This design comes from an exercise in tuning for a short achievable clock period and few clock cycles on the open sky130 flow, not from production work.
At most, simulation tests tie the RTL to the original design; equivalence was not proved.
The RTL of run 2 was laid out without a check of its function.
Power is estimated from default activity; no workload was simulated.

<file path="flow/config.mk">
export PLATFORM = sky130hd
export DESIGN_NAME = icache_top
export DESIGN_NICKNAME = icache_top
export VERILOG_FILES = /design/flow/design.v
export SDC_FILE = /design/flow/constraint.sdc
export NUM_CORES = 4
export LEC_CHECK = 0
export ABC_CLOCK_PERIOD_IN_PS = 3000
export CAP_MARGIN = 20
export CORE_MARGIN = 2
export CORE_UTILIZATION = 40
export SETUP_SLACK_MARGIN = 2.3
export SLEW_MARGIN = 20
</file>
<file path="flow/constraint.sdc">
create_clock -name core_clock -period 5.5 [get_ports {clk}]
set_input_delay 1.1000 -clock core_clock [delete_from_list [all_inputs] [get_ports {clk}]]
set_output_delay 1.1000 -clock core_clock [all_outputs]
set_load 0.01 [all_outputs]
</file>
<file path="flow/design.v">
package icache_pkg;
	localparam int NUM_WAYS = 4;
	localparam int WAY_IDX_W = 2;
	localparam int WORDS_PER_SLICE = 16;
	localparam int WORD_BYTES = 4;
	localparam int SLICE_BYTES = WORDS_PER_SLICE * WORD_BYTES;
	localparam int SLICE_SHIFT = 6;
	localparam int WORD_IDX_W = 4;
	localparam int L2_CREDITS = 2;
	localparam int CREDIT_W = $clog2(L2_CREDITS + 1);
	typedef logic [31:0] word_t;
	typedef logic [31:0] addr_t;
	typedef enum logic [1:0]
	{
		IDLE,
		REQUEST,
		COMMIT
	} refill_state_e;
endpackage
`timescale 1ns/100ps
module icache_top
(
	input  logic  clk,
	input  logic  rst_n,
	input  logic [31:0] i_pc,
	input  logic  i_l2_rvalid,
	input  logic [31:0] i_l2_rdata,
	output logic [31:0] o_code,
	output logic  o_code_valid,
	output logic  o_miss,
	output logic  o_l2_req,
	output logic [31:0] o_l2_addr
);
	localparam int W = 4;    
	localparam int N = 16;   
	logic [25:0]  tag    [W];
	logic [W-1:0] tvalid;
	logic [1:0]   victim;
	logic [N-1:0] wvalid [W];
	logic [3:0]   nxt    [W];
	logic [4:0]   rem    [W];
	logic [31:0]  mem    [W][N];
	logic [1:0]   cnt;
	logic [1:0]   q_slot [2];
	logic [3:0]   q_idx  [2];
	logic         req_q;
	logic [1:0]   req_slot;
	logic [3:0]   req_idx;
	logic [31:0]  req_addr;
	logic [1:0]   dem_slot;
	logic         dlv_q;
	logic [31:0]  code_q;
	logic [3:0]   pidx;
	logic [W-1:0] match;
	logic [W-1:0] arrive;
	logic [W-1:0] ready;
	logic         hit;
	logic         deliver;
	logic         bypass;
	logic [1:0]   hit_slot;
	logic [31:0]  rd_word;
	assign pidx = i_pc[5:2];
	always_comb
	begin
		rd_word = '0;
		for (int w = 0; w < W; w++)
		begin
			match[w]  = tvalid[w] && (tag[w] == i_pc[31:6]);
			arrive[w] = i_l2_rvalid && q_slot[0] == 2'(w) && q_idx[0] == pidx;
			ready[w]  = match[w] && (wvalid[w][pidx] || arrive[w]);
			rd_word   = rd_word | (mem[w][pidx] & {32{match[w]}});
		end
	end
	assign hit      = |match;
	assign deliver  = |ready;
	assign bypass   = |(match & arrive);
	assign hit_slot = {match[3] | match[2], match[3] | match[1]};
	assign o_miss = !deliver;
	logic victim_busy;
	always_comb
	begin
		victim_busy = (rem[victim] != '0);
		if (cnt != 2'd0 && q_slot[0] == victim)
			victim_busy = 1'b1;
		if (cnt == 2'd2 && q_slot[1] == victim)
			victim_busy = 1'b1;
		if (req_q && req_slot == victim)
			victim_busy = 1'b1;
	end
	logic alloc;
	assign alloc = !hit && !victim_busy;
	logic [1:0] cnt_nxt;
	logic       credit;
	assign cnt_nxt = cnt + {1'b0, req_q} - {1'b0, i_l2_rvalid};
	assign credit  = (cnt_nxt != 2'd2);
	logic         sel_any;
	logic [1:0]   sel_slot;
	logic [3:0]   sel_idx;
	always_comb
	begin
		sel_any  = 1'b0;
		sel_slot = dem_slot;
		if (rem[dem_slot] != '0)
			sel_any = 1'b1;
		for (int k = 1; k <= W; k++)
			if (!sel_any && rem[2'(victim - 2'(k))] != '0)
			begin
				sel_any  = 1'b1;
				sel_slot = 2'(victim - 2'(k));
			end
		sel_idx = nxt[sel_slot];
	end
	always_ff @(posedge clk, negedge rst_n)
	begin
		if (!rst_n)
		begin
			tvalid <= '0;
			victim <= '0;
			cnt    <= '0;
			req_q  <= 1'b0;
			dlv_q  <= 1'b0;
			for (int w = 0; w < W; w++)
			begin
				wvalid[w] <= '0;
				rem[w]    <= '0;
			end
		end
		else
		begin
			cnt   <= cnt_nxt;
			dlv_q <= deliver;
			if (i_l2_rvalid)
				wvalid[q_slot[0]][q_idx[0]] <= 1'b1;
			req_q <= 1'b0;
			if (alloc)
			begin
				tvalid[victim] <= 1'b1;
				wvalid[victim] <= '0;
				victim         <= victim + 1'b1;
				if (credit)
				begin
					req_q       <= 1'b1;
					rem[victim] <= 5'd15;
				end
				else
					rem[victim] <= 5'd16;
			end
			else if (credit && sel_any)
			begin
				req_q         <= 1'b1;
				rem[sel_slot] <= rem[sel_slot] - 1'b1;
			end
		end
	end
	always_ff @(posedge clk)
	begin
		if (alloc)
		begin
			tag[victim] <= i_pc[31:6];
			nxt[victim] <= credit ? pidx + 1'b1 : pidx;
			req_slot    <= victim;
			req_idx     <= pidx;
			req_addr    <= {i_pc[31:2], 2'b00};
		end
		else
		begin
			if (credit && sel_any)
				nxt[sel_slot] <= sel_idx + 1'b1;
			req_slot <= sel_slot;
			req_idx  <= sel_idx;
			req_addr <= {tag[sel_slot], sel_idx, 2'b00};
		end
		dem_slot <= hit ? hit_slot : victim;
		code_q   <= bypass ? i_l2_rdata : rd_word;
		if (i_l2_rvalid)
			mem[q_slot[0]][q_idx[0]] <= i_l2_rdata;
	end
	always_ff @(posedge clk)
	begin
		if (i_l2_rvalid)
		begin
			q_slot[0] <= q_slot[1];
			q_idx[0]  <= q_idx[1];
		end
		if (req_q)
		begin
			if (cnt == 2'd0 || (cnt == 2'd1 && i_l2_rvalid))
			begin
				q_slot[0] <= req_slot;
				q_idx[0]  <= req_idx;
			end
			else
			begin
				q_slot[1] <= req_slot;
				q_idx[1]  <= req_idx;
			end
		end
	end
	assign o_l2_req     = req_q;
	assign o_l2_addr    = req_addr;
	assign o_code_valid = dlv_q;
	assign o_code       = code_q;
endmodule
</file>
<file path="flow/run.sh">
#!/bin/bash
# synth_recipe.tcl (not shown) runs the flow's synth.tcl, then flattens the netlist and writes it again
# the make line also repeats each setting of config.mk as NAME=value (left out here)
make -C /OpenROAD-flow-scripts/flow DESIGN_CONFIG=/design/flow/config.mk WORK_HOME=/design/flow/orfs CLKGATE_MAP_FILE= SYNTH_SCRIPT=/design/flow/synth_recipe.tcl finish
</file>
==> impl_metrics.env, run 1 <==
export IMPL_vdd_drop_max_mv=0.358
export IMPL_ys_seq_area_share_pct=75.6
export IMPL_clk_pin_slew_worst_paths_ps=60
export IMPL_cts_buffers=225
export IMPL_cts_tree="built"
export IMPL_fin_crit_sh_pct=79.5
export IMPL_drtPass1Iterations=6
export IMPL_worst_ep_arrival_time_ps=3270
export IMPL_worstPathRequired_ps=4400
export IMPL_postRouteAntennaNets=0
export IMPL_rsz0062_at_grt="true"
export IMPL_r2r_cells=15
export IMPL_max_clock_freq_mhz=229
export IMPL_synth_async_reset_ratio_pct=4.02
export IMPL_dp_cells=7435
export IMPL_viasPerCell=5.81
export IMPL_power_density_nw_per_um2=446
export IMPL_dr_first_iter_drc_count=5010
export IMPL_place_hpwl_um=125000
export IMPL_area_growth_pct=21.3
export IMPL_start_util_pct=40.2
export IMPL_synth_cells=4376
export IMPL_fin_skew_ps=104
export IMPL_worstSetupStartpointType="primary input"
export IMPL_ys_flop_type="edfxtp_1"
export IMPL_worstMarginPinSlew_ps=1090
export IMPL_gp_routability_congestion=0.810
export IMPL_fin_nets=4957
export IMPL_overflow=0
export IMPL_grt_start_max_net_pins=80
export IMPL_max_slew_margin_pct=27.6
export IMPL_synth_area_um2=91400
export IMPL_rr_startpoint="rem[2][3]"
export IMPL_status="finished clean"
export IMPL_grt_first_pass_wirelength_um=338000
export IMPL_grt_pass1_vias=46100
export IMPL_fillers=18200
export IMPL_ios=134
export IMPL_drv_slew=0
export IMPL_hp_class="in -> async"
export IMPL_core_area_um2=227000
export IMPL_clkSinkCount=2340
export IMPL_synth_edf_count=2174
export IMPL_drt_total_wl_um=242000
export IMPL_die_h_um=482
export IMPL_rrSetupSlack_ps=1470
export IMPL_clkLatencyLatePin_ps=880
export IMPL_cts_hold_buffers=0
export IMPL_h_tree_depth=4
export IMPL_setup_viol=0
export IMPL_core_rowCount=175
export IMPL_fin_cells=8076
export IMPL_clockBufferDepth=3
export IMPL_avgSynthCellArea_um2=20.9
export IMPL_crit_fanout=4
export IMPL_track_usage_pct=20.3
export IMPL_setup_tns_ps=0
export IMPL_yosys_warnings=5
export IMPL_die_w_um=482
export IMPL_power_leakage_nw=35.9
export IMPL_ys_ff_latch=2340
export IMPL_root_buffer="clkbuf_16"
export IMPL_drc=0
export IMPL_routed_via_count=46900
export IMPL_dieArea_um2=232000
export IMPL_r2r_end="nxt[0][1]"
export IMPL_fin_crit_ps=4370
export IMPL_path_class="in -> out"
export IMPL_drive_gt1_share_pct=36.9
export IMPL_hold_viol=0
export IMPL_drv_cap=0
export IMPL_port_buffers=129
export IMPL_synthDistinctLibCells=69
export IMPL_endpoint_kind="output port"
export IMPL_wl_per_cell_um=30.0
export IMPL_antenna_found_initial=4
==> cells in the mapped netlist (all sizes together) (17+ instances only) <==
cell     number  area share (%)
clkbuf      191            0.78
nand3        70            0.38
nor3         22            0.12
xor2         52            0.50
dfrtp        94             2.6
buf          70            0.31
nor4         18            0.12
o2bb2ai      34            0.33
ha           17            0.23
nor2        160            0.66
a31oi        32            0.22
o21ai        90            0.49
nand2       246             1.0
inv          57            0.23
nand4        23            0.16
edfxtp     2174              71
xnor2        68            0.65
dfxtp        72             1.6
a221oi       32            0.31
mux4        663              16
a21oi        58            0.32
==> cells in the final DEF (no fill, tap or decap), types with 61 or more instances in the layout <==
cell and count:
dfxtp_1 71, dfrtp_1 93, buf_12 61, buf_4 224
nor2_1 83, mux4_2 663, buf_6 69, edfxtp_1 2174
clkbuf_16 247, nor2_4 75, clkdlybuf4s50_1 65, nand2_1 144
==> sequential cells by signal, summed over array words and instances (netlist names) <==
register  cells
q_idx         8
req_idx       3
q_slot        4
req_slot      2
mem        2048
dem_slot      2
wvalid       64
tag         104
cnt           2
rem          20
code_q       32
req_q         1
req_addr     27
nxt          16
tvalid        4
dlv_q         1
victim        2
==> final cells by class <==
cell class / count / area [um^2] / share of cell area [%]
Antenna cell: 1 / 2.50 / 0.00226
Multi-Input combinational cell: 1722 / 23800 / 21.4
Sequential cell: 2340 / 69100 / 62.3
Clock inverter: 127 / 1420 / 1.28
Tap cell: 3009 / 3760 / 3.40
Timing Repair Buffer: 524 / 6530 / 5.89
Clock buffer: 293 / 6040 / 5.45
Inverter: 60 / 264 / 0.238
==> report_power, final <==
group	total [W]	switching, W	internal (W)
clock network	0.0156	0.00670	0.00888
logic	0.0122	0.00673	0.00550
registers	0.0216	0.000695	0.0209
total	0.0494	0.0141	0.0353
==> critical path: stages <==
cell and delay (ps):
clkdlybuf4s15_2 240, xnor2_1 180, nand4_1 230, nor4_1 270, buf_4 190, nand4_1 170, nor2_1 150, o21ai_1 70
o31ai_1 110, nand3_1 180, o2111ai_4 180, inv_2 70, buf_6 120
==> metrics by stage <==
step	worst slack (ps)	cell area, um^2	util [%]	hold WS, ps	power [W]
after floorplan	1530	92300	-	427	0.0270
after global placement	208	97800	43.0	471	0.0295
after detailed placement	241	97800	43.0	478	0.0297
after CTS	1230	109000	47.7	337	0.0479
after global routing	1010	111000	48.8	388	0.0511
final	1130	111000	48.8	368	0.0494
==> how the worst max path moves through the flow <==
stage	endpoint	cells after the start	from	slack, ps
after floorplan	o_miss	8	i_pc[2]	1530
after global placement	o_miss	12	i_pc[31]	210
after detailed placement	o_miss	10	i_pc[30]	240
after global routing	o_miss	12	tag[1][0]	1010
final	o_miss	13	i_pc[6]	1130
after CTS	o_miss	12	tag[1][7]	1230
==> per-layer routing <==
metal / global-route usage (%) / vias to the layer above / part of all wire [%]
met2: 32.9 / 1925 / 49
met4: 5.09 / 6 / 2.5
met5: 0 / - / 0.013
met1: 28.9 / 25500 / 41
met3: 3.03 / 326 / 6.9
li1: - / 19100 / -
==> logic make-up after synthesis <==
| kind of cell | after synthesis | share of synthesized area, % |
|---|---|---|
| compound gates | 289 | 2.10 |
| simple gates | 594 | 2.88 |
| mux | 694 | 16.7 |
| xor+xnor | 120 | 1.15 |
| buf+inv | 321 | 1.34 |
| flops | 2340 | 75.6 |
| fa+ha+maj | 17 | 0.233 |
| other cells | 1 | 0.00410 |
==> what timing repair did <==
item,CTS,global route
gates resized for setup,403,330
cloned,38,25
pin swaps,122,113
endpoints found under the setup margin,561,696
setup buffers,94,63
Testbench counts, summed over its fixed seeds: cycles 73,441.
==> run 2, diff against run 1 <==
--- a/flow/design.v
+++ b/flow/design.v
@@ -18,4 +18,34 @@
 	} refill_state_e;
 endpackage
+`timescale 1ns/100ps
+module icache_slice
+(
+	input  logic [25:0] i_blk,
+	input  logic [3:0]  i_idx,
+	input  logic        i_rvalid,
+	input  logic [25:0] i_tag,
+	input  logic        i_tvalid,
+	input  logic [15:0] i_wvalid,
+	input  logic [15:0] i_head,
+	output logic        o_nready
+);
+	logic [15:0] dec;
+	logic        match, have, arrive;
+	always_comb
+		for (int i = 0; i < 16; i++)
+			dec[i] = (i_idx == 4'(i));
+	assign match   = i_tvalid && (i_tag == i_blk);
+	assign have    = |(i_wvalid & dec);
+	assign arrive  = |(i_head & dec);
+	assign o_nready = !(match && (have || (i_rvalid && arrive)));
+endmodule
+`timescale 1ns/100ps
+module icache_read_sel
+(
+	input  logic [3:0] i_nready,
+	output logic       o_miss
+);
+	assign o_miss = &i_nready;
+endmodule
 `timescale 1ns/100ps
 module icache_top
@@ -44,4 +74,5 @@
 	logic [1:0]   q_slot [2];
 	logic [3:0]   q_idx  [2];
+	logic [W-1:0][N-1:0] q_oh0, q_oh1;
 	logic         req_q;
 	logic [1:0]   req_slot;
@@ -55,4 +86,5 @@
 	logic [W-1:0] arrive;
 	logic [W-1:0] ready;
+	logic [W-1:0] nready;
 	logic         hit;
 	logic         deliver;
@@ -61,4 +93,27 @@
 	logic [31:0]  rd_word;
 	assign pidx = i_pc[5:2];
+	logic [N-1:0] pdec;
+	always_comb
+		for (int i = 0; i < N; i++)
+			pdec[i] = (pidx == 4'(i));
+	for (genvar w = 0; w < W; w++)
+	begin : g_way
+		icache_slice u_way
+		(
+			.i_blk    (i_pc[31:6]),
+			.i_idx    (pidx),
+			.i_rvalid (i_l2_rvalid),
+			.i_tag    (tag[w]),
+			.i_tvalid (tvalid[w]),
+			.i_wvalid (wvalid[w]),
+			.i_head   (q_oh0[w]),
+			.o_nready (nready[w])
+		);
+	end
+	icache_read_sel u_miss
+	(
+		.i_nready (nready),
+		.o_miss  (o_miss)
+	);
 	always_comb
 	begin
@@ -67,6 +122,6 @@
 		begin
 			match[w]  = tvalid[w] && (tag[w] == i_pc[31:6]);
-			arrive[w] = i_l2_rvalid && q_slot[0] == 2'(w) && q_idx[0] == pidx;
-			ready[w]  = match[w] && (wvalid[w][pidx] || arrive[w]);
+			arrive[w] = i_l2_rvalid && |(q_oh0[w] & pdec);
+			ready[w]  = match[w] && |((wvalid[w] | ({N{i_l2_rvalid}} & q_oh0[w])) & pdec);
 			rd_word   = rd_word | (mem[w][pidx] & {32{match[w]}});
 		end
@@ -76,5 +131,4 @@
 	assign bypass   = |(match & arrive);
 	assign hit_slot = {match[3] | match[2], match[3] | match[1]};
-	assign o_miss = !deliver;
 	logic victim_busy;
 	always_comb
@@ -182,4 +236,5 @@
 			q_slot[0] <= q_slot[1];
 			q_idx[0]  <= q_idx[1];
+			q_oh0     <= q_oh1;
 		end
 		if (req_q)
@@ -189,4 +244,6 @@
 				q_slot[0] <= req_slot;
 				q_idx[0]  <= req_idx;
+				for (int w = 0; w < W; w++)
+					q_oh0[w] <= (req_slot == 2'(w)) ? N'(1) << req_idx : '0;
 			end
 			else
@@ -194,4 +251,6 @@
 				q_slot[1] <= req_slot;
 				q_idx[1]  <= req_idx;
+				for (int w = 0; w < W; w++)
+					q_oh1[w] <= (req_slot == 2'(w)) ? N'(1) << req_idx : '0;
 			end
 		end
==> flow/flow/run.sh (new file) <==
#!/bin/bash
# Standard synthesis unchanged, then the standard layout steps with
# resizing free to change a cell's footprint
set -euo pipefail
bash standard.sh synth > synth.log 2>&1
bash standard.sh MATCH_CELL_FOOTPRINT=0 finish > layout.log 2>&1
==> flow/standard.sh (new file) <==
#!/bin/bash
# synth_recipe.tcl (not shown) runs the flow's synth.tcl, then flattens the netlist and writes it again
# the make line also repeats each setting of config.mk as NAME=value (left out here)
make -C /OpenROAD-flow-scripts/flow DESIGN_CONFIG=/design/flow/config.mk WORK_HOME=/design/flow/orfs CLKGATE_MAP_FILE= SYNTH_SCRIPT=/design/flow/synth_recipe.tcl "${@:-finish}"
--- a/flow/config.mk
+++ b/flow/config.mk
@@ -6,5 +6,4 @@
 export NUM_CORES = 4
 export LEC_CHECK = 0
-export ABC_CLOCK_PERIOD_IN_PS = 3000
 export CAP_MARGIN = 20
 export CORE_MARGIN = 2
@@ -12,2 +11,3 @@
 export SETUP_SLACK_MARGIN = 2.3
 export SLEW_MARGIN = 20
+export SYNTH_HIERARCHICAL = 1
removed: flow/run.sh
==> impl_metrics.env, run 2 <==
export IMPL_setup_tns_ps=0
export IMPL_grt_pass1_vias=53200
export IMPL_synth_async_reset_ratio_pct=3.81
export IMPL_grt_start_max_net_pins=89
export IMPL_synthTopCellsByCount="edfxtp_1 (2238), mux4_2 (640), nand2_1 (305)"
export IMPL_port_buffers=129
export IMPL_drv_cap=0
export IMPL_fin_crit_sh_pct=75.4
export IMPL_ys_seq_area_share_pct=72.4
export IMPL_synth_top_area_cell="edfxtp_1"
export IMPL_cts_hold_buffers=0
export IMPL_status="finished clean"
export IMPL_yosys_warnings=16
export IMPL_wl_per_cell_um=29.0
export IMPL_postRouteAntennaNets=0
export IMPL_fin_crit_ps=4140
export IMPL_overflow=0
export IMPL_path_class="in -> out"
export IMPL_worstSetupStartpointType="primary input"
export IMPL_die_w_um=504
export IMPL_area_growth_pct=18.2
export IMPL_clkSinkCount=2468
export IMPL_gp_routability_congestion=0.874
export IMPL_dieArea_um2=254000
export IMPL_core_area_um2=248000
export IMPL_fin_skew_ps=85.6
export IMPL_power_leakage_nw=38.3
export IMPL_grt_first_pass_wirelength_um=382000
export IMPL_synth_area_top_cells="edfxtp_1 (67%), mux4_2 (14%), dfxtp_1 (2.7%), dfrtp_1 (2.4%), nand2_1 (1.1%)"
export IMPL_worstMarginPinSlew_ps=1100
export IMPL_yosysMostFrequentCell="edfxtp_1"
export IMPL_core_rowCount=183
export IMPL_synthDistinctLibCells=92
export IMPL_worstPathRequired_ps=4400
export IMPL_final_common_cell="edfxtp_1"
export IMPL_root_buffer="clkbuf_16"
export IMPL_hold_viol=0
export IMPL_antenna_found_initial=1
export IMPL_routed_via_count=53500
export IMPL_hp_class="in -> async"
export IMPL_endpoint_kind="output port"
export IMPL_power_density_nw_per_um2=464
export IMPL_max_clock_freq_mhz=241
export IMPL_cts_buffers=236
export IMPL_drv_slew=0
export IMPL_synth_cells=5279
export IMPL_drt_total_wl_um=268000
export IMPL_die_h_um=504
export IMPL_ios=134
export IMPL_h_tree_depth=4
export IMPL_viasPerCell=5.78
export IMPL_ys_flop_type="edfxtp_1"
export IMPL_drtPass1Iterations=6
export IMPL_rsz0062_at_grt="true"
export IMPL_setup_viol=0
export IMPL_drive_gt1_share_pct=30.6
export IMPL_clkLatencyLatePin_ps=900
export IMPL_crit_fanout=13
export IMPL_vdd_drop_max_mv=0.417
export IMPL_clockBufferDepth=3
export IMPL_synth_area_um2=99800
export IMPL_track_usage_pct=20.8
export IMPL_synth_edf_count=2238
export IMPL_synth_top_area_share_pct=67.3
export IMPL_max_slew_margin_pct=26.1
export IMPL_dr_first_iter_drc_count=5865
export IMPL_worst_ep_arrival_time_ps=3040
export IMPL_final_cell_mix="edfxtp_1 (2238), mux4_2 (640), nand2_1 (280)"
export IMPL_ys_ff_latch=2468
export IMPL_place_hpwl_um=145000
export IMPL_largest_reg_flops=2048
export IMPL_start_util_pct=40.2
export IMPL_avgSynthCellArea_um2=18.9
export IMPL_fin_nets=5807
export IMPL_holdWs_ps=361
export IMPL_clk_pin_slew_worst_paths_ps=60
export IMPL_cts_tree="built"
export IMPL_drc=0
## run 2: cells by family after synthesis
group	count (synthesis)	share of synthesized area, %
AND/OR/NAND/NOR	869	4.07
AO/OA/AOI/OAI	501	3.42
XOR/XNOR	219	1.92
flip-flops	2468	72.4
multiplexers	813	16.3
buffers and inverters	388	1.61
other	1	0.00376
adder cells (fa/ha/maj)	20	0.251
## run 2: final cells by class
| class | instances | area [um^2] |
|---|---|---|
| clock buffer | 329 | 6560 |
| timing repair buffer | 520 | 5410 |
| tap | 3330 | 4170 |
| fill | 20500 | 130000 |
| clock inverter | 117 | 1420 |
| multi-input combinational | 2428 | 27900 |
| sequential | 2468 | 72300 |
| inverter | 66 | 263 |
| antenna | 2 | 5.00 |
## run 2: worst paths after layout
| path | startpoint | to | slack, ps | depth (start not counted) |
|---|---|---|---|---|
| max reg2reg | rem[1][2] | rem[3][4] | 1580 | 15 |
| min | rst_n | rem[1][1] | 360 | 1 |
| min reg2reg | q_oh1[33] | q_oh0[33] | 510 | 2 |
| max | i_pc[28] | o_miss | 1360 | 9 |
| max in group asynchronous | rst_n | wvalid[0][8] | 4020 | 2 |
| min in group core_clock | q_oh1[33] | q_oh0[33] | 510 | 2 |
## run 2: through the flow
step | cell area, um^2 | instances | setup slack (ps) | util (%) | total power (W)
detailed placement | 106000 | 8628 | 355 | 42.8 | 0.0339
global placement | 106000 | 8628 | 357 | 42.8 | 0.0337
CTS | 117000 | 9190 | 1360 | 47.0 | 0.0537
floorplan | 101000 | 5280 | 1860 | - | 0.0303
global route | 118000 | 9259 | 1330 | 47.5 | 0.0568
finish | 118000 | 9260 | 1360 | 47.5 | 0.0548
## run 2: Yosys stat by module, one instance, submodules excluded
| module | copies in the design | flops+latches | cells inside | area, um^2 |
|---|---|---|---|---|
| icache_top | 1 | 2468 | 4906 | 97100 |
| icache_read_sel | 1 | 0 | 1 | 8.76 |
| icache_slice | 4 | 0 | 93 | 682 |
## run 2: worst max-delay path, cell delays in order
cell and delay, ps:
clkbuf_4 220, xnor2_1 220, nand4_1 160, nor4_2 290, buf_4 160, nand4_1 250
a31o_1 330, and4_4 170, clkbuf_2 130
## run 2: metal layers
layer,wire length [um],up-vias,track usage [%]
li1,-,22300,-
met2,131000,1997,34.0
met4,6510,0,5.23
met1,113000,28900,29.4
met5,0,-,0
met3,17700,358,3.20
## run 2: power by group
part           switching (W)  internal, W  total, W
clock                0.00714      0.00947    0.0166
sequential           0.00108       0.0225    0.0235
combinational        0.00832      0.00629    0.0146
total                 0.0165       0.0382    0.0548
## run 2: what timing repair did
item                       4_1_cts  5_1_grt
setup endpoints to repair      936      700
setup buffers                   93       64
pin swaps                       83       71
resized for setup              326      130
cloned                          23        4

-- separate check: timing with driven ports --
In the flow no input, the clock included, has a driving cell. The finished layouts below were timed again as built, in two steps.
Step 1 assumes that a clkbuf_16 drives the clock port and a buf_2 every other input.
Step 2, shift: input delay + t, output delay - t, t = (earliest + latest rising clock arrival at the registers) / 2. This alone moves slack from input paths to output paths.
Three values: ideal, step 1, step 2; two values: the first two.
run | shift t [ns] | slack for setup (ns) | hold slack, ns | worst setup path at the end | slew at the worst register clock pin (ns)
run 1 | 0.919 | 1.127 / 1.068 / 1.052 | 0.368 / 0.300 / 0.493 | input to register | 0.07 / 0.07
run 2 | 0.963 | 1.355 / 1.278 / 1.171 | 0.361 / 0.286 / 0.511 | input to register | 0.07 / 0.07
After both steps every run listed still meets setup and hold. For run 2, which loses most, drivers alone change the setup slack by -0.077 ns; drivers and shift together by -0.184 ns.
